From an optimization exercise on the open Yosys and OpenROAD flow, aimed at small area, a short achievable clock period and few clock cycles per item; shortcuts taken in it are not production practice. No run shown here included a check of the RTL's function; only the layout flow was run. Power is estimated from default activity; no workload was simulated.

==> flow/design.v (outline; a module is shown in full before it is edited, if it fits) <==
// module mac_stage1: 1446 lines
// module mac_stage2: 560 lines
// module conv_accel_top: 233 lines
module conv_accel_top (
    input  logic                       clk,
    input  logic                       rst,
    input  logic                       req_valid_i,
    input  logic [1:0]                 req_op_i,
    input  logic                       req_imm_i,
    input  logic [cnn_pkg::DATA_W-1:0] req_rj_i,
    input  logic [cnn_pkg::DATA_W-1:0] req_rk_i,
    output logic                       req_ready_o,
    output logic                       rsp_valid_o,
    output logic                       mem_valid_o,
    input  logic                       mem_ready_i,
    output logic [cnn_pkg::DATA_W-1:0] mem_addr_o,
    output logic                       mem_read_o,
    output logic [cnn_pkg::DATA_W-1:0] mem_wdata_o,
    input  logic                       mem_rsp_valid_i,
    input  logic [cnn_pkg::DATA_W-1:0] mem_rsp_rdata_i
);
  // ...
==> flow/run.sh <==
#!/bin/bash
# synth_recipe.tcl (not shown) runs the flow's synth.tcl, then flattens the netlist and writes it again
# the make line also repeats each setting of config.mk as NAME=value (left out here)
make -C /OpenROAD-flow-scripts/flow DESIGN_CONFIG=/design/flow/config.mk WORK_HOME=/design/flow/orfs CLKGATE_MAP_FILE= SYNTH_SCRIPT=/design/flow/synth_recipe.tcl finish
==> flow/config.mk <==
export PLATFORM = sky130hd
export DESIGN_NAME = conv_accel_top
export DESIGN_NICKNAME = conv_accel_top
export VERILOG_FILES = /design/flow/design.v
export SDC_FILE = /design/flow/constraint.sdc
export NUM_CORES = 4
export LEC_CHECK = 0
export ABC_CLOCK_PERIOD_IN_PS = 3500
export CAP_MARGIN = 20
export CORE_MARGIN = 2
export CORE_UTILIZATION = 40
export SETUP_SLACK_MARGIN = 5
export SLEW_MARGIN = 20
==> flow/constraint.sdc <==
create_clock -name core_clock -period 10.0 [get_ports {clk}]
set_input_delay 2.0000 -clock core_clock [delete_from_list [all_inputs] [get_ports {clk}]]
set_output_delay 2.0000 -clock core_clock [all_outputs]
set_load 0.01 [all_outputs]
==> flow_summary.ini, run 1 <==
[status]
status = no timing/DRC/antenna violations

[hold_path]
hp-class = flop to flop
min-delay-start = fa_q

[cells_and_area]
buffers = 230
fin_area_um2 = 55300
regMostFlops = win_q
multi_input_gates = 3331
seq_share = 0.391
fillers = 11600

[critical_path]
path_cells = buf_4 -> nor2_1 -> a211oi_1 -> nor2_1 -> a221oi_1 -> fa_1 -> inv_1 -> fa_1 -> fa_1 -> xor2_1 -> xnor2_1 -> xnor2_1 -> xnor2_1 -> xnor2_1 -> xnor2_1
critical_path.max_fanout = 34
reg2reg_depth = 15
worstPathArrival_ns = 5.19
worstPathRequired_ns = 10.57

[timing]
fin_ws_ns = 5.38
fin_skew_ns = 0.0990
finalHoldViolCount = 0
slew_headroom = 0.267

[routing]
drtAntennaViolNets = 0
top_layer = met5
drcViolationCount = 0

[place]
dpl_worst_slack_ns = 4.82

[synth]
synth_seq_area_share = 0.436
synth_edf_count = 572
synth.distinct_cells = 73

[grt]
gr-total-overflow = 0
grt_pass1_vias = 34300
grt_use_met2 = 0.317
grt_pass1_wl_mm = 201
grt.total_usage = 0.201

[power]
switching_power_mw = 4.84
p_int_mw = 8.22

[floorplan]
std_cell_rows = 129
die-area_um2 = 127000
initial_core_util = 0.402

[clock_network]
cts_tree = done
==> inputs of run 2 (changes only) <==
--- a/flow/config.mk
+++ b/flow/config.mk
@@ -5,7 +5,6 @@
 export SDC_FILE = /design/flow/constraint.sdc
 export NUM_CORES = 4
 export LEC_CHECK = 0
-export ABC_CLOCK_PERIOD_IN_PS = 3500
 export CAP_MARGIN = 20
 export CORE_MARGIN = 2
 export CORE_UTILIZATION = 40
==> run 2 against run 1 <==
Still clean on timing, DRC and antenna. First-iteration DRC count did not move. Power stayed put. Clock power barely moved. Routed wire length unchanged. Largest cell class unchanged.
==> flow_summary.ini, run 2 <==
[timing]
clock.fmax_ghz = 0.216
finalSetupViolations = 0
hold_ws_ns = 0.326
slew_headroom = 0.267
min_period_over_period = 0.462
rsz0062_at_grt = no
tightest_slew_ns = 1.10
slew_viol_final = 0
fin_setup_tns_ns = 0
finalHoldViolCount = 0
fin_ws_ns = 5.38
finalCriticalPeriod_ns = 4.62
fin_skew_ns = 0.0990

[grt]
gr-total-overflow = 0
grt_pass1_vias = 34300
grt_start_max_net_pins = 124
grt_pass1_wl_mm = 201
grt.total_usage = 0.201
grt_antenna_before_repair = 2

[cells_and_area]
largest_register_ffs = 160
antenna_cells = 0
layout.cells.non_filler = 6703
multi_input_area_um2 = 24500
reg_top3 = win_q (160), wt_q (128), mid_q (119)
regMostFlops = win_q
layout_common_cells = 596 x nand2_1, 572 x edfxtp_1, 545 x inv_1, 456 x o21ai_0, 397 x nor2_1
num-nets-final = 5454
regArea_um2 = 21600
layout_commonest_cell = nand2_1
area_growth_pct = 11.6
layout-drive-gt1-share = 0.0736
final_util = 0.448
fillers = 11600
fin_area_um2 = 55300

[clock_network]
cts-resized-gates = 0
path_clk_slew_ns = 0.06
h-tree-depth = 3
ctsHoldBuffers = 0
clock_tree.buffer_depth = 3
cts_tree = done
cts_buffers = 88
clock_latency_ns = 0.72
cts.sinks = 792
postCtsSetupBuffers = 0
clock-root-buffer = clkbuf_16

[place]
numPortBuffers = 149
place_congestion = 0.922
dpl-instance-area_um2 = 52300
dp_hpwl_mm = 86.8
dpl.cell_count = 6538
dpl_worst_slack_ns = 4.82

[critical_path]
path_cells = buf_4 -> nor2_1 -> a211oi_1 -> nor2_1 -> a221oi_1 -> fa_1 -> inv_1 -> fa_1 -> fa_1 -> xor2_1 -> xnor2_1 -> xnor2_1 -> xnor2_1 -> xnor2_1 -> xnor2_1
critical_path.max_fanout = 34
worstPathRequired_ns = 10.57
crit_top_cell = xnor2_1
crit_path_max_incr_delay_ns = 0.68
path_class = flop to flop
worstPathArrival_ns = 5.19
end_kind = flop
cp_slowest_cell = dfxtp_1
reg2reg_depth = 15
worstSetupStartpointType = flop

[power]
switching_power_mw = 4.84
ir_drop_mv = 0.178
design_power_total_mw = 13.1
clockPowerShare = 0.251
seqPwrFrac = 0.346
combPwrFrac = 0.402
powerDensity_nw_per_um2 = 236
power.leakage_nw = 20.7
switching_share = 0.371
p_int_mw = 8.22

[floorplan]
io_pins = 172
die_width_um = 356
initial_core_util = 0.402
std_cell_rows = 129
die_h_um = 356
core_area_um2 = 123000
die-area_um2 = 127000

[routing]
drt_wl_total_mm = 129
vias = 36300
firstDrtPassIters = 8
drt_iter0_markers = 3944
vias_per_cell = 5.41
drcViolationCount = 0
wl_per_cell_um = 19.2
drtAntennaViolNets = 0

[synth]
ys.flop_type = edfxtp_1
ys_ff_latch = 792
synth_common_cells = 597 x nand2_1, 572 x edfxtp_1, 546 x inv_1, 456 x o21ai_0, 400 x nor2_1
netlist_instances = 5074
synthTopCellsByArea = edfxtp_1 35%, fa_1 10%, dfxtp_1 8.9%
synth_warnings = 1
synth.top_cell.area_share = 0.347
synth_edf_count = 572
synth.distinct_cells = 73
syn_area_per_cell_um2 = 9.76
yosysMostFrequentCell = nand2_1
yosys.area.top_type = edfxtp_1
syn-cell-area_um2 = 49500
async_flop_share = 0
synth_seq_area_share = 0.436

[flow_run]
cap_viol_max_count = 0

[status]
status = no timing/DRC/antenna violations

[hold_path]
holdPathStages = 0
hp-class = flop to flop
run 2: cells by family after synthesis:
family,share of synthesized area
simple gates,0.113
xor+xnor,0.0421
other cells,0.0000757
mux,0.0396
flops,0.436
compound gates,0.150
buf+inv,0.0727
fa+ha+maj,0.147
run 2: final cells by class:
type / instances / share of cell area
tap: 1637 / 0.0370
timing repair buffer: 230 / 0.0380
clock inverter: 31 / 0.00846
inverter: 548 / 0.0373
sequential: 792 / 0.391
multi-input combinational: 3331 / 0.443
clock buffer: 134 / 0.0454
run 2: final timing paths:
| kind | startpoint | to | slack (ns) |
|---|---|---|---|
| setup / recovery | xa_q[9] | mid_q[118] | 5.38 |
| hold / removal | fa_q | fb_q | 0.33 |
| setup reg to reg | xa_q[9] | mid_q[118] | 5.38 |
| hold reg to reg | fa_q | fb_q | 0.33 |
run 2: routing by layer:
metal  vias to the layer above  routed length [um]  track usage
met4                         2                4310       0.0683
li1                      17300                   -            -
met1                     17600               57900        0.286
met3                       230                8140       0.0264
met2                      1175               58700        0.317
met5                         -                  12            0
run 2: power groups by stage:
stage | sequential (mW) | clock (mW) | combinational, mW
finish | 4.52 | 3.28 | 5.25
global route | 4.57 | 3.49 | 6.03
CTS | 4.52 | 3.37 | 5.33
detailed placement | 4.59 | 0 | 5.32
global placement | 4.58 | 0 | 5.20
floorplan | 4.44 | 0 | 3.67
run 2: critical path: cells and delay by family (launching register included):
family | cells | cell delay [ns]
fa+ha+maj | 3 | 1.35
xor+xnor | 6 | 0.99
compound gates | 2 | 0.73
flops | 1 | 0.68
buf+inv | 2 | 0.57
simple gates | 2 | 0.16
==> inputs of run 3 (changes only) <==
==> flow/flow/run.sh (new file) <==
#!/bin/bash
# Standard layout, with timing repair aiming past the 10 ns clock's slack.
set -euo pipefail
bash standard.sh SETUP_SLACK_MARGIN=6.5 finish > make_finish.log 2>&1
==> flow/standard.sh (new file) <==
#!/bin/bash
# synth_recipe.tcl (not shown) runs the flow's synth.tcl, then flattens the netlist and writes it again
# the make line also repeats each setting of config.mk as NAME=value (left out here)
make -C /OpenROAD-flow-scripts/flow DESIGN_CONFIG=/design/flow/config.mk WORK_HOME=/design/flow/orfs CLKGATE_MAP_FILE= SYNTH_SCRIPT=/design/flow/synth_recipe.tcl "${@:-finish}"
--- a/flow/config.mk
+++ b/flow/config.mk
@@ -8,5 +8,4 @@
 export CAP_MARGIN = 20
 export CORE_MARGIN = 2
 export CORE_UTILIZATION = 40
-export SETUP_SLACK_MARGIN = 5
 export SLEW_MARGIN = 20
removed: flow/run.sh
==> run 3 against run 2 <==
Still clean. Sequential power about the same. Synthesized area unchanged. Non-clock buffer count increased by 83. Sequential share of layout area fell by 1.3 points. Combinational power grew 5.9%. Routed wire length up 5.2%. Critical path depth down 10. Count of clock-buffer cells in the layout shrank 11. Cell count up 1.3%. Worst hold slack hardly changed. Clock power shrank 2%. Largest cell class unchanged. Largest power group unchanged. Highest routed layer unchanged.
==> flow_summary.ini, run 3 <==
[cells_and_area]
num-nets-final = 5540
layout_common_cells = 584 x nand2_1, 572 x edfxtp_1, 535 x inv_1, 448 x o21ai_0, 392 x nor2_1
regMostFlops = win_q
reg_top3 = win_q (160), wt_q (128), mid_q (119)
layout-drive-gt1-share = 0.116
fin_area_um2 = 57400
largest_register_ffs = 160
multi_input_area_um2 = 25100
layout.cells.non_filler = 6789
layout_commonest_cell = nand2_1
fillers = 11400
regArea_um2 = 21700
area_growth_pct = 15.9

[floorplan]
die_h_um = 356
std_cell_rows = 129
die_width_um = 356
die-area_um2 = 127000
core_area_um2 = 123000
initial_core_util = 0.402
io_pins = 172

[power]
power.leakage_nw = 21.8
switching_share = 0.375
clockPowerShare = 0.241
switching_power_mw = 4.99
powerDensity_nw_per_um2 = 232
ir_drop_mv = 0.144
seqPwrFrac = 0.341
p_int_mw = 8.32
combPwrFrac = 0.418

[critical_path]
worstPathRequired_ns = 8.00
cpLargestDelayFamily = buffers and inverters
reg2reg_depth = 13
worstPathArrival_ns = 1.92
path_class = flop to output pin
end_kind = output pin
worst-r2r-setup-slack_ns = 6.19
path_cells = buf_12 -> buf_12 -> buf_16 -> mux2_4 -> buf_6
regToRegEndpoint = mid_q[118]
crit_path_max_incr_delay_ns = 0.45
reg2reg_from = ya_q[22]
cp-startpoint = req_rd_q
cp_slowest_cell = dfxtp_4
crit_top_cell = buf_12
worstSetupStartpointType = flop
crit_buf_inv = 4
critical_path.max_fanout = 7

[hold_path]
min-delay-start = fa_q
hp-class = flop to flop
holdPathStages = 0
hold_end = fb_q

[clock_network]
clock-root-buffer = clkbuf_16
cts.sinks = 792
path_clk_slew_ns = 0.06
cts_buffers = 88
clock_tree.buffer_depth = 3
cts_tree = done
h-tree-depth = 3
ctsHoldBuffers = 0
clock_latency_ns = 0.73

[place]
dpl.cell_count = 6535
numPortBuffers = 149
place_congestion = 0.878
dpl-instance-area_um2 = 52500
dp_hpwl_mm = 87.0

[routing]
vias_per_cell = 5.45
wl_per_cell_um = 20.0
drt_iter0_markers = 3938
firstDrtPassIters = 6
drcViolationCount = 0
drtAntennaViolNets = 0
vias = 37000
drt_wl_total_mm = 136

[grt]
gr-total-overflow = 0
grt_pass1_vias = 35100
grt.total_usage = 0.209
grt_antenna_before_repair = 3
grt_pass1_wl_mm = 207
grt_start_max_net_pins = 100

[status]
status = no timing/DRC/antenna violations

[timing]
fin_setup_tns_ns = 0
finalSetupViolations = 0
fin_skew_ns = 0.101
finalCriticalPeriod_ns = 3.92
finalHoldViolCount = 0
tightest_slew_ns = 1.02
hold_ws_ns = 0.326
min_period_over_period = 0.392
clock.fmax_ghz = 0.255
slew_headroom = 0.314
rsz0062_at_grt = yes
slew_viol_final = 0

[synth]
syn_area_per_cell_um2 = 9.76
synth.distinct_cells = 73
synth_seq_area_share = 0.436
synthTopCellsByArea = edfxtp_1 35%, fa_1 10%, dfxtp_1 8.9%
async_flop_share = 0
synth_edf_count = 572
syn-cell-area_um2 = 49500
synth_warnings = 1
ys.flop_type = edfxtp_1
synth_common_cells = 597 x nand2_1, 572 x edfxtp_1, 546 x inv_1, 456 x o21ai_0, 400 x nor2_1
yosysMostFrequentCell = nand2_1
synth.top_cell.area_share = 0.347
netlist_instances = 5074
ys_ff_latch = 792
yosys.area.top_type = edfxtp_1

[flow_run]
cap_viol_max_count = 0
run 3: cell types whose count changed in the layout (fill, tap and decap cells not counted), moves of 29 or more:
cell and delta:
buf_12 +29, buf_6 +42, clkdlybuf4s50_1 -70, dlygate4sd2_1 +36, mux2_2 -29, mux2_4 +29
run 3: logic make-up after synthesis:
| logic type | synth area share |
|---|---|
| AO/OA/AOI/OAI | 0.150 |
| XOR/XNOR | 0.0421 |
| other | 0.0000757 |
| adder cells (fa/ha/maj) | 0.147 |
| multiplexers | 0.0396 |
| AND/OR/NAND/NOR | 0.113 |
| flip-flops | 0.436 |
| buffers and inverters | 0.0727 |
run 3: layout make-up:
| class | instances | area share |
|---|---|---|
| multi-input combinational | 3332 | 0.436 |
| sequential | 792 | 0.378 |
| timing repair buffer | 313 | 0.0626 |
| clock buffer | 123 | 0.0436 |
| inverter | 548 | 0.0366 |
| tap | 1637 | 0.0357 |
| clock inverter | 41 | 0.00723 |
| timing repair inverter | 2 | 0.000218 |
| antenna | 1 | 0.0000436 |
run 3: power groups by stage:
stage | registers (mW) | clock network (mW) | logic (mW)
2_1_floorplan | 4.44 | 0 | 3.69
5_1_grt | 4.58 | 3.41 | 6.30
6_report | 4.54 | 3.21 | 5.56
3_5_place_dp | 4.60 | 0 | 5.30
3_3_place_gp | 4.58 | 0 | 5.20
4_1_cts | 4.53 | 3.29 | 5.52
run 3: routing by layer:
metal  vias up  GRT usage  part of all wire
li1      17500          -                 -
met1     18000      0.290              0.43
met2      1290      0.329              0.46
met3       242     0.0301             0.070
met4         4     0.0834             0.040
met5         -          0           0.00018
run 3: how the worst max path moves through the flow:
stage | cells past startpoint | end | slack [ns]
floorplan | 10 | pos_q[3] | 4.38
global placement | 5 | win_q[113] | 4.90
detailed placement | 5 | win_q[49] | 4.85
CTS | 5 | mem_addr_o[6] | 6.05
global route | 5 | mem_addr_o[6] | 6.03
finish | 5 | mem_addr_o[6] | 6.08
run 3: through the flow:
stage	utilization	setup slack, ns	power [mW]
2_1_floorplan	-	4.38	8.13
3_3_place_gp	0.425	4.90	9.78
3_5_place_dp	0.425	4.85	9.89
4_1_cts	0.460	6.05	13.3
5_1_grt	0.466	6.03	14.3
6_report	0.466	6.08	13.3
run 3: what timing repair did:
| item | 4_1_cts | 5_1_grt |
|---|---|---|
| pin swaps | 10 | 14 |
| gates resized for setup | 362 | 96 |
| gates cloned | 13 | 6 |
| buffers inserted | 44 | 26 |
| setup endpoints to repair | 483 | 217 |
| hold endpoints to repair | 0 | 0 |

==> separate check: timing with driven ports <==
No port has a modelled driver above. Below, the same layouts with a new extraction and two added sets of constraints.
Step 1, drivers: a clkbuf_16 drives clk and a buf_2 each remaining input, both assumed.
Step 2 moves the port delays by t, midway between the first and last clock arrival at a register: inputs arrive t later, outputs are due t later. That takes back most of the time a late clock gives input paths.
Three values: ideal, step 1, step 2; two values: the first two.
run	t (ns)	setup WS [ns]	worst setup path at the end
run 1	0.742	5.380 / 5.380 / 4.771	input to register
run 2	0.742	5.380 / 5.380 / 4.771	input to register
run 3	0.753	6.083 / 6.011 / 5.802	input to register
After both steps setup and hold are still met in every run listed.
